Source: an optimization exercise on an open RTL-to-GDS flow (aim: small area, a short achievable clock period and few clock cycles per item). Production flows keep margins and buffers that such runs may drop.
Where RTL was checked, it was by simulation tests only, not by an equivalence proof against the original.

==> run X: inputs <==
==> flow/design.v <==
module chacha20_block_seq (
  input  logic          clk,
  input  logic          rst,
  input  logic          start,
  input  logic [255:0]  key,
  input  logic [95:0]   nonce,
  input  logic [31:0]   counter,
  output logic          busy,
  output logic          out_valid,
  input  logic          out_ready,
  output logic [511:0]  keystream
);
  localparam logic [31:0] C0 = 32'h61707865;
  localparam logic [31:0] C1 = 32'h3320646e;
  localparam logic [31:0] C2 = 32'h79622d32;
  localparam logic [31:0] C3 = 32'h6b206574;
  function automatic logic [31:0] rotl(input logic [31:0] x, input int n);
    rotl = (x << n) | (x >> (32 - n));
  endfunction
  logic [15:0][31:0] r0, r1, r2, r3;   
  logic [11:0][31:0] o0, o1, o2, o3;   
  logic [15:0][31:0] s0_out, s1_out, s2_out, s3_out;
  logic [11:0][31:0] in_w;             
  logic load_q;    
  logic rs_q;      
  logic adv_q;     
  logic take_q;    
  always_comb begin
    for (int i = 0; i < 8; i++) in_w[i] = key[32*i +: 32];
    in_w[8] = counter;
    for (int i = 0; i < 3; i++) in_w[9+i] = nonce[32*i +: 32];
  end
  always_comb begin
    s0_out = r0;
    s1_out = r1;
    s2_out = r2;
    for (int u = 0; u < 4; u++) begin
      s0_out[u]    = r0[u] + r0[4+u];
      s0_out[12+u] = rotl(r0[12+u] ^ s0_out[u], 16);
      s1_out[8+u]  = r1[8+u] + r1[12+u];
      s1_out[4+u]  = rotl(r1[4+u] ^ s1_out[8+u], 12);
      s2_out[u]    = r2[u] + r2[4+u];
      s2_out[12+u] = rotl(r2[12+u] ^ s2_out[u], 8);
    end
  end
  always_comb begin
    logic [31:0] b, c;
    for (int u = 0; u < 4; u++) begin
      c = r3[8+u] + r3[12+u];
      b = rotl(r3[4+u] ^ c, 7);
      s3_out[0  + ((4 - u) % 4)] = r3[u];
      s3_out[4  + ((5 - u) % 4)] = b;
      s3_out[8  + ((6 - u) % 4)] = c;
      s3_out[12 + ((7 - u) % 4)] = r3[12+u];
    end
  end
  always_ff @(posedge clk) begin
    for (int i = 0; i < 12; i++)
      o0[i] <= load_q ? in_w[i] : o3[i];
    o1 <= o0;
    o2 <= o1;
    o3 <= o2;
    r1 <= s0_out;
    r2 <= s1_out;
    r3 <= s2_out;
    r0[0] <= adv_q ? s3_out[0] : C0;
    r0[1] <= adv_q ? s3_out[1] : C1;
    r0[2] <= adv_q ? s3_out[2] : C2;
    r0[3] <= adv_q ? s3_out[3] : C3;
    for (int i = 4; i < 16; i++)
      r0[i] <= ({32{load_q}} & in_w[i-4]) | ({32{rs_q}} & o3[i-4]) |
               ({32{adv_q}} & s3_out[i]);
  end
  always_ff @(posedge clk) begin
    if (take_q) begin
      keystream[0  +: 32] <= r0[0] + C0;
      keystream[32 +: 32] <= r0[1] + C1;
      keystream[64 +: 32] <= r0[2] + C2;
      keystream[96 +: 32] <= r0[3] + C3;
      for (int i = 4; i < 16; i++)
        keystream[32*i +: 32] <= r0[i] + o0[i-4];
    end
  end
  logic [3:0] act, rs;
  logic [3:0][4:0] cnt;
  logic [3:0][1:0] seq;
  logic       rdy0;            
  logic [1:0] head, tail;      
  logic       acc;             
  logic       n_act0, n_rdy0, n_valid, n_take;
  logic [1:0] n_head;
  assign busy = !load_q;
  assign acc  = load_q && start;
  always_comb begin
    if (load_q) begin
      n_act0 = start;
      n_rdy0 = 1'b0;
    end else if (rs_q) begin
      n_act0 = 1'b1;
      n_rdy0 = 1'b0;
    end else begin
      n_act0 = act[3];
      n_rdy0 = act[3] && (cnt[3] == 5'd19);
    end
    n_valid = take_q || (out_valid && !out_ready);
    n_head  = head + {1'b0, take_q};
    n_take  = n_rdy0 && !n_valid && (seq[3] == n_head);
  end
  always_ff @(posedge clk or posedge rst) begin
    if (rst) begin
      load_q    <= 1'b0;
      rs_q      <= 1'b0;
      adv_q     <= 1'b0;
      take_q    <= 1'b0;
      out_valid <= 1'b0;
      head      <= '0;
      tail      <= '0;
      act       <= '0;
      rs        <= '0;
      rdy0      <= 1'b0;
      cnt       <= '0;
      seq       <= '0;
    end else begin
      act[0] <= n_act0;
      rdy0   <= n_rdy0;
      if (load_q || rs_q) cnt[0] <= '0;
      else                cnt[0] <= cnt[3] + 5'd1;
      if (load_q) seq[0] <= tail;
      else        seq[0] <= seq[3];
      if (acc) tail <= tail + 2'd1;
      act[1] <= rdy0 ? !take_q : act[0];
      rs[1]  <= rdy0 && !take_q;
      cnt[1] <= cnt[0];
      seq[1] <= seq[0];
      act[3:2] <= act[2:1];
      rs[3:2]  <= rs[2:1];
      cnt[3:2] <= cnt[2:1];
      seq[3:2] <= seq[2:1];
      out_valid <= n_valid;
      head      <= n_head;
      load_q <= !act[2] && !acc;
      rs_q   <= act[2] && rs[2];
      adv_q  <= !(!act[2] && !acc) && !(act[2] && rs[2]);
      take_q <= n_take;
    end
  end
endmodule
==> flow/run.sh <==
#!/bin/bash
# synth_recipe.tcl (not shown) runs the flow's synth.tcl, then flattens the netlist and writes it again
# the make line also repeats each setting of config.mk as NAME=value (left out here)
make -C /OpenROAD-flow-scripts/flow DESIGN_CONFIG=/design/flow/config.mk WORK_HOME=/design/flow/orfs CLKGATE_MAP_FILE= SYNTH_SCRIPT=/design/flow/synth_recipe.tcl finish
==> flow/config.mk <==
export PLATFORM = sky130hd
export DESIGN_NAME = chacha20_block_seq
export DESIGN_NICKNAME = chacha20_block_seq
export VERILOG_FILES = /design/flow/design.v
export SDC_FILE = /design/flow/constraint.sdc
export NUM_CORES = 4
export LEC_CHECK = 0
export CAP_MARGIN = 20
export CORE_MARGIN = 2
export CORE_UTILIZATION = 30
export SLEW_MARGIN = 20
==> flow/constraint.sdc <==
create_clock -name core_clock -period 13.0 [get_ports {clk}]
set_input_delay 2.6000 -clock core_clock [delete_from_list [all_inputs] [get_ports {clk}]]
set_output_delay 2.6000 -clock core_clock [all_outputs]
set_load 0.01 [all_outputs]
==> inputs of run C, as changes to run X <==
--- a/flow/design.v
+++ b/flow/design.v
@@ -17,6 +17,23 @@
   function automatic logic [31:0] rotl(input logic [31:0] x, input int n);
     rotl = (x << n) | (x >> (32 - n));
   endfunction
+  function automatic logic [31:0] add_bk(input logic [31:0] x, input logic [31:0] y);
+    logic [31:0] g, p, h;
+    h = x ^ y;
+    g = x & y;
+    p = h;
+    for (int d = 1; d < 32; d = d * 2)
+      for (int i = 2 * d - 1; i < 32; i = i + 2 * d) begin
+        g[i] = g[i] | (p[i] & g[i-d]);
+        p[i] = p[i] & p[i-d];
+      end
+    for (int d = 8; d >= 1; d = d / 2)
+      for (int i = 3 * d - 1; i < 32; i = i + 2 * d) begin
+        g[i] = g[i] | (p[i] & g[i-d]);
+        p[i] = p[i] & p[i-d];
+      end
+    add_bk = h ^ {g[30:0], 1'b0};
+  endfunction
   logic [15:0][31:0] r0, r1, r2, r3;   
   logic [11:0][31:0] o0, o1, o2, o3;   
   logic [15:0][31:0] s0_out, s1_out, s2_out, s3_out;
@@ -25,6 +42,11 @@
   logic rs_q;      
   logic adv_q;     
   logic take_q;    
+  logic busy_q;    
+  logic load_n;    
+  logic circ_n;    
+  logic adv_n;     
+  logic take_n;    
   always_comb begin
     for (int i = 0; i < 8; i++) in_w[i] = key[32*i +: 32];
     in_w[8] = counter;
@@ -56,20 +78,23 @@
   end
   always_ff @(posedge clk) begin
     for (int i = 0; i < 12; i++)
-      o0[i] <= load_q ? in_w[i] : o3[i];
+      o0[i] <= circ_n ? o3[i] : in_w[i];
     o1 <= o0;
     o2 <= o1;
     o3 <= o2;
     r1 <= s0_out;
     r2 <= s1_out;
     r3 <= s2_out;
-    r0[0] <= adv_q ? s3_out[0] : C0;
-    r0[1] <= adv_q ? s3_out[1] : C1;
-    r0[2] <= adv_q ? s3_out[2] : C2;
-    r0[3] <= adv_q ? s3_out[3] : C3;
-    for (int i = 4; i < 16; i++)
-      r0[i] <= ({32{load_q}} & in_w[i-4]) | ({32{rs_q}} & o3[i-4]) |
+    r0[0] <= adv_n ? s3_out[0] : C0;
+    r0[1] <= adv_n ? s3_out[1] : C1;
+    r0[2] <= adv_n ? s3_out[2] : C2;
+    r0[3] <= adv_n ? s3_out[3] : C3;
+    for (int i = 4; i < 10; i++)
+      r0[i] <= ({32{load_n}} & in_w[i-4]) | ({32{rs_q}} & o3[i-4]) |
                ({32{adv_q}} & s3_out[i]);
+    for (int i = 10; i < 16; i++)
+      r0[i] <= ({32{load_n}} & in_w[i-4]) | ({32{rs_q}} & o3[i-4]) |
+               ({32{adv_n}} & s3_out[i]);
   end
   always_ff @(posedge clk) begin
     if (take_q) begin
@@ -77,8 +102,12 @@
       keystream[32 +: 32] <= r0[1] + C1;
       keystream[64 +: 32] <= r0[2] + C2;
       keystream[96 +: 32] <= r0[3] + C3;
-      for (int i = 4; i < 16; i++)
-        keystream[32*i +: 32] <= r0[i] + o0[i-4];
+      for (int i = 4; i < 8; i++)
+        keystream[32*i +: 32] <= add_bk(r0[i], o0[i-4]);
+    end
+    if (take_n) begin
+      for (int i = 8; i < 16; i++)
+        keystream[32*i +: 32] <= add_bk(r0[i], o0[i-4]);
     end
   end
   logic [3:0] act, rs;
@@ -89,7 +118,7 @@
   logic       acc;             
   logic       n_act0, n_rdy0, n_valid, n_take;
   logic [1:0] n_head;
-  assign busy = !load_q;
+  assign busy = busy_q;
   assign acc  = load_q && start;
   always_comb begin
     if (load_q) begin
@@ -112,6 +141,7 @@
       rs_q      <= 1'b0;
       adv_q     <= 1'b0;
       take_q    <= 1'b0;
+      busy_q    <= 1'b1;
       out_valid <= 1'b0;
       head      <= '0;
       tail      <= '0;
@@ -139,9 +169,16 @@
       out_valid <= n_valid;
       head      <= n_head;
       load_q <= !act[2] && !acc;
+      busy_q <= act[2] || acc;
       rs_q   <= act[2] && rs[2];
       adv_q  <= !(!act[2] && !acc) && !(act[2] && rs[2]);
       take_q <= n_take;
     end
   end
+  always_ff @(posedge clk) begin
+    load_n <= !act[2] && !acc;
+    circ_n <= act[2] || acc;
+    adv_n  <= !(!act[2] && !acc) && !(act[2] && rs[2]);
+    take_n <= n_take;
+  end
 endmodule
==> flow/flow/run.sh (new file) <==
#!/bin/bash
# The standard layout (the standard.sh: standard synthesis, floorplan,
# placement, CTS, routing, finish) with one change: the buffers that the
# flow puts on every input and output port are sky130_fd_sc_hd__buf_2
# instead of the flow's default choice (a delay buffer,
# sky130_fd_sc_hd__clkdlybuf4s50_1), which is larger and slower.
# Every port still gets its own buffer.
set -euo pipefail
bash standard.sh BUFFER_PORTS_ARGS="-buffer_cell sky130_fd_sc_hd__buf_2" finish > standard_flow.log 2>&1
==> flow/standard.sh (new file) <==
#!/bin/bash
# synth_recipe.tcl (not shown) runs the flow's synth.tcl, then flattens the netlist and writes it again
# the make line also repeats each setting of config.mk as NAME=value (left out here)
make -C /OpenROAD-flow-scripts/flow DESIGN_CONFIG=/design/flow/config.mk WORK_HOME=/design/flow/orfs CLKGATE_MAP_FILE= SYNTH_SCRIPT=/design/flow/synth_recipe.tcl "${@:-finish}"
--- a/flow/config.mk
+++ b/flow/config.mk
@@ -7,5 +7,7 @@
 export LEC_CHECK = 0
 export CAP_MARGIN = 20
 export CORE_MARGIN = 2
-export CORE_UTILIZATION = 30
+export CORE_UTILIZATION = 62
+export CTS_CLUSTER_DIAMETER = 90
+export CTS_CLUSTER_SIZE = 20
 export SLEW_MARGIN = 20
removed: flow/run.sh
==> inputs of run A, as changes to run X <==
--- a/flow/design.v
+++ b/flow/design.v
@@ -25,6 +25,7 @@
   logic rs_q;      
   logic adv_q;     
   logic take_q;    
+  logic busy_q;    
   always_comb begin
     for (int i = 0; i < 8; i++) in_w[i] = key[32*i +: 32];
     in_w[8] = counter;
@@ -89,7 +90,7 @@
   logic       acc;             
   logic       n_act0, n_rdy0, n_valid, n_take;
   logic [1:0] n_head;
-  assign busy = !load_q;
+  assign busy = busy_q;
   assign acc  = load_q && start;
   always_comb begin
     if (load_q) begin
@@ -112,6 +113,7 @@
       rs_q      <= 1'b0;
       adv_q     <= 1'b0;
       take_q    <= 1'b0;
+      busy_q    <= 1'b1;
       out_valid <= 1'b0;
       head      <= '0;
       tail      <= '0;
@@ -139,6 +141,7 @@
       out_valid <= n_valid;
       head      <= n_head;
       load_q <= !act[2] && !acc;
+      busy_q <= act[2] || acc;
       rs_q   <= act[2] && rs[2];
       adv_q  <= !(!act[2] && !acc) && !(act[2] && rs[2]);
       take_q <= n_take;
==> inputs of run K, as changes to run X <==
--- a/flow/design.v
+++ b/flow/design.v
@@ -25,6 +25,11 @@
   logic rs_q;      
   logic adv_q;     
   logic take_q;    
+  logic busy_q;    
+  logic load_n;    
+  logic circ_n;    
+  logic adv_n;     
+  logic take_n;    
   always_comb begin
     for (int i = 0; i < 8; i++) in_w[i] = key[32*i +: 32];
     in_w[8] = counter;
@@ -56,20 +61,23 @@
   end
   always_ff @(posedge clk) begin
     for (int i = 0; i < 12; i++)
-      o0[i] <= load_q ? in_w[i] : o3[i];
+      o0[i] <= circ_n ? o3[i] : in_w[i];
     o1 <= o0;
     o2 <= o1;
     o3 <= o2;
     r1 <= s0_out;
     r2 <= s1_out;
     r3 <= s2_out;
-    r0[0] <= adv_q ? s3_out[0] : C0;
-    r0[1] <= adv_q ? s3_out[1] : C1;
-    r0[2] <= adv_q ? s3_out[2] : C2;
-    r0[3] <= adv_q ? s3_out[3] : C3;
-    for (int i = 4; i < 16; i++)
-      r0[i] <= ({32{load_q}} & in_w[i-4]) | ({32{rs_q}} & o3[i-4]) |
+    r0[0] <= adv_n ? s3_out[0] : C0;
+    r0[1] <= adv_n ? s3_out[1] : C1;
+    r0[2] <= adv_n ? s3_out[2] : C2;
+    r0[3] <= adv_n ? s3_out[3] : C3;
+    for (int i = 4; i < 10; i++)
+      r0[i] <= ({32{load_n}} & in_w[i-4]) | ({32{rs_q}} & o3[i-4]) |
                ({32{adv_q}} & s3_out[i]);
+    for (int i = 10; i < 16; i++)
+      r0[i] <= ({32{load_n}} & in_w[i-4]) | ({32{rs_q}} & o3[i-4]) |
+               ({32{adv_n}} & s3_out[i]);
   end
   always_ff @(posedge clk) begin
     if (take_q) begin
@@ -77,7 +85,11 @@
       keystream[32 +: 32] <= r0[1] + C1;
       keystream[64 +: 32] <= r0[2] + C2;
       keystream[96 +: 32] <= r0[3] + C3;
-      for (int i = 4; i < 16; i++)
+      for (int i = 4; i < 8; i++)
+        keystream[32*i +: 32] <= r0[i] + o0[i-4];
+    end
+    if (take_n) begin
+      for (int i = 8; i < 16; i++)
         keystream[32*i +: 32] <= r0[i] + o0[i-4];
     end
   end
@@ -89,7 +101,7 @@
   logic       acc;             
   logic       n_act0, n_rdy0, n_valid, n_take;
   logic [1:0] n_head;
-  assign busy = !load_q;
+  assign busy = busy_q;
   assign acc  = load_q && start;
   always_comb begin
     if (load_q) begin
@@ -112,6 +124,7 @@
       rs_q      <= 1'b0;
       adv_q     <= 1'b0;
       take_q    <= 1'b0;
+      busy_q    <= 1'b1;
       out_valid <= 1'b0;
       head      <= '0;
       tail      <= '0;
@@ -139,9 +152,16 @@
       out_valid <= n_valid;
       head      <= n_head;
       load_q <= !act[2] && !acc;
+      busy_q <= act[2] || acc;
       rs_q   <= act[2] && rs[2];
       adv_q  <= !(!act[2] && !acc) && !(act[2] && rs[2]);
       take_q <= n_take;
     end
   end
+  always_ff @(posedge clk) begin
+    load_n <= !act[2] && !acc;
+    circ_n <= act[2] || acc;
+    adv_n  <= !(!act[2] && !acc) && !(act[2] && rs[2]);
+    take_n <= n_take;
+  end
 endmodule
==> flow/flow/run.sh (new file) <==
#!/bin/bash
# The standard layout (the standard.sh: standard synthesis, floorplan,
# placement, CTS, routing, finish) with one change: the buffers that the
# flow puts on every input and output port are sky130_fd_sc_hd__buf_2
# instead of the flow's default choice (a delay buffer,
# sky130_fd_sc_hd__clkdlybuf4s50_1), which is larger and slower.
# Every port still gets its own buffer.
set -euo pipefail
bash standard.sh BUFFER_PORTS_ARGS="-buffer_cell sky130_fd_sc_hd__buf_2" finish > standard_flow.log 2>&1
==> flow/standard.sh (new file) <==
#!/bin/bash
# synth_recipe.tcl (not shown) runs the flow's synth.tcl, then flattens the netlist and writes it again
# the make line also repeats each setting of config.mk as NAME=value (left out here)
make -C /OpenROAD-flow-scripts/flow DESIGN_CONFIG=/design/flow/config.mk WORK_HOME=/design/flow/orfs CLKGATE_MAP_FILE= SYNTH_SCRIPT=/design/flow/synth_recipe.tcl "${@:-finish}"
--- a/flow/config.mk
+++ b/flow/config.mk
@@ -7,5 +7,7 @@
 export LEC_CHECK = 0
 export CAP_MARGIN = 20
 export CORE_MARGIN = 2
-export CORE_UTILIZATION = 30
+export CORE_UTILIZATION = 50
+export CTS_CLUSTER_DIAMETER = 90
+export CTS_CLUSTER_SIZE = 20
 export SLEW_MARGIN = 20
removed: flow/run.sh
==> notes <==
The highest synthesized cell count belongs to run K, the lowest to run C.
The highest clock skew belongs to run A, the lowest to run K.
Run A went through all stages and came out clean. Run K passed the timing, design-rule and antenna checks. Run X completed without violations. Run C went through all stages and came out clean.
Worst setup slack: run C is higher than run A (570 ps).
Sequential share of layout area: run C > run K > run X > run A.
Testbench counts of run C, summed over its fixed seeds: cycles 8,112, blocks 384.
Testbench counts of run A, summed over its fixed seeds: cycles 8,112, blocks 384.
Testbench counts of run K, summed over its fixed seeds: cycles 8,112, blocks 384.
Function not checked in run X: the RTL went through the layout flow alone.

[what the ideal ports hide]
How much do the figures lean on ideal ports? The routed layouts below were timed once more, with nothing changed but the port constraints. Step 1 sets driving cells, clkbuf_16 on the clock port and buf_2 on the other inputs (assumed; they add their load-dependent delay and slew). Step 2 moves the port delays by t, midway between the first and last clock arrival at a register: inputs arrive t later, outputs are due t later. That takes back most of the time a late clock gives input paths. a / b / c = no drivers / after step 1 / after step 2; a / b = the first two.
run | shift t [ns] | slack for setup (ns) | worst data-port slew with drivers (ns)
run X | 1.119 | 6.810 / 6.700 / 7.819 | 0.40
run C | 1.014 | 8.574 / 8.529 / 8.574 | 0.27
run A | 1.106 | 8.006 / 7.887 / 8.709 | 0.37
run K | 1.058 | 8.501 / 8.454 / 8.501 | 0.29
After both steps every run listed still meets setup and hold.
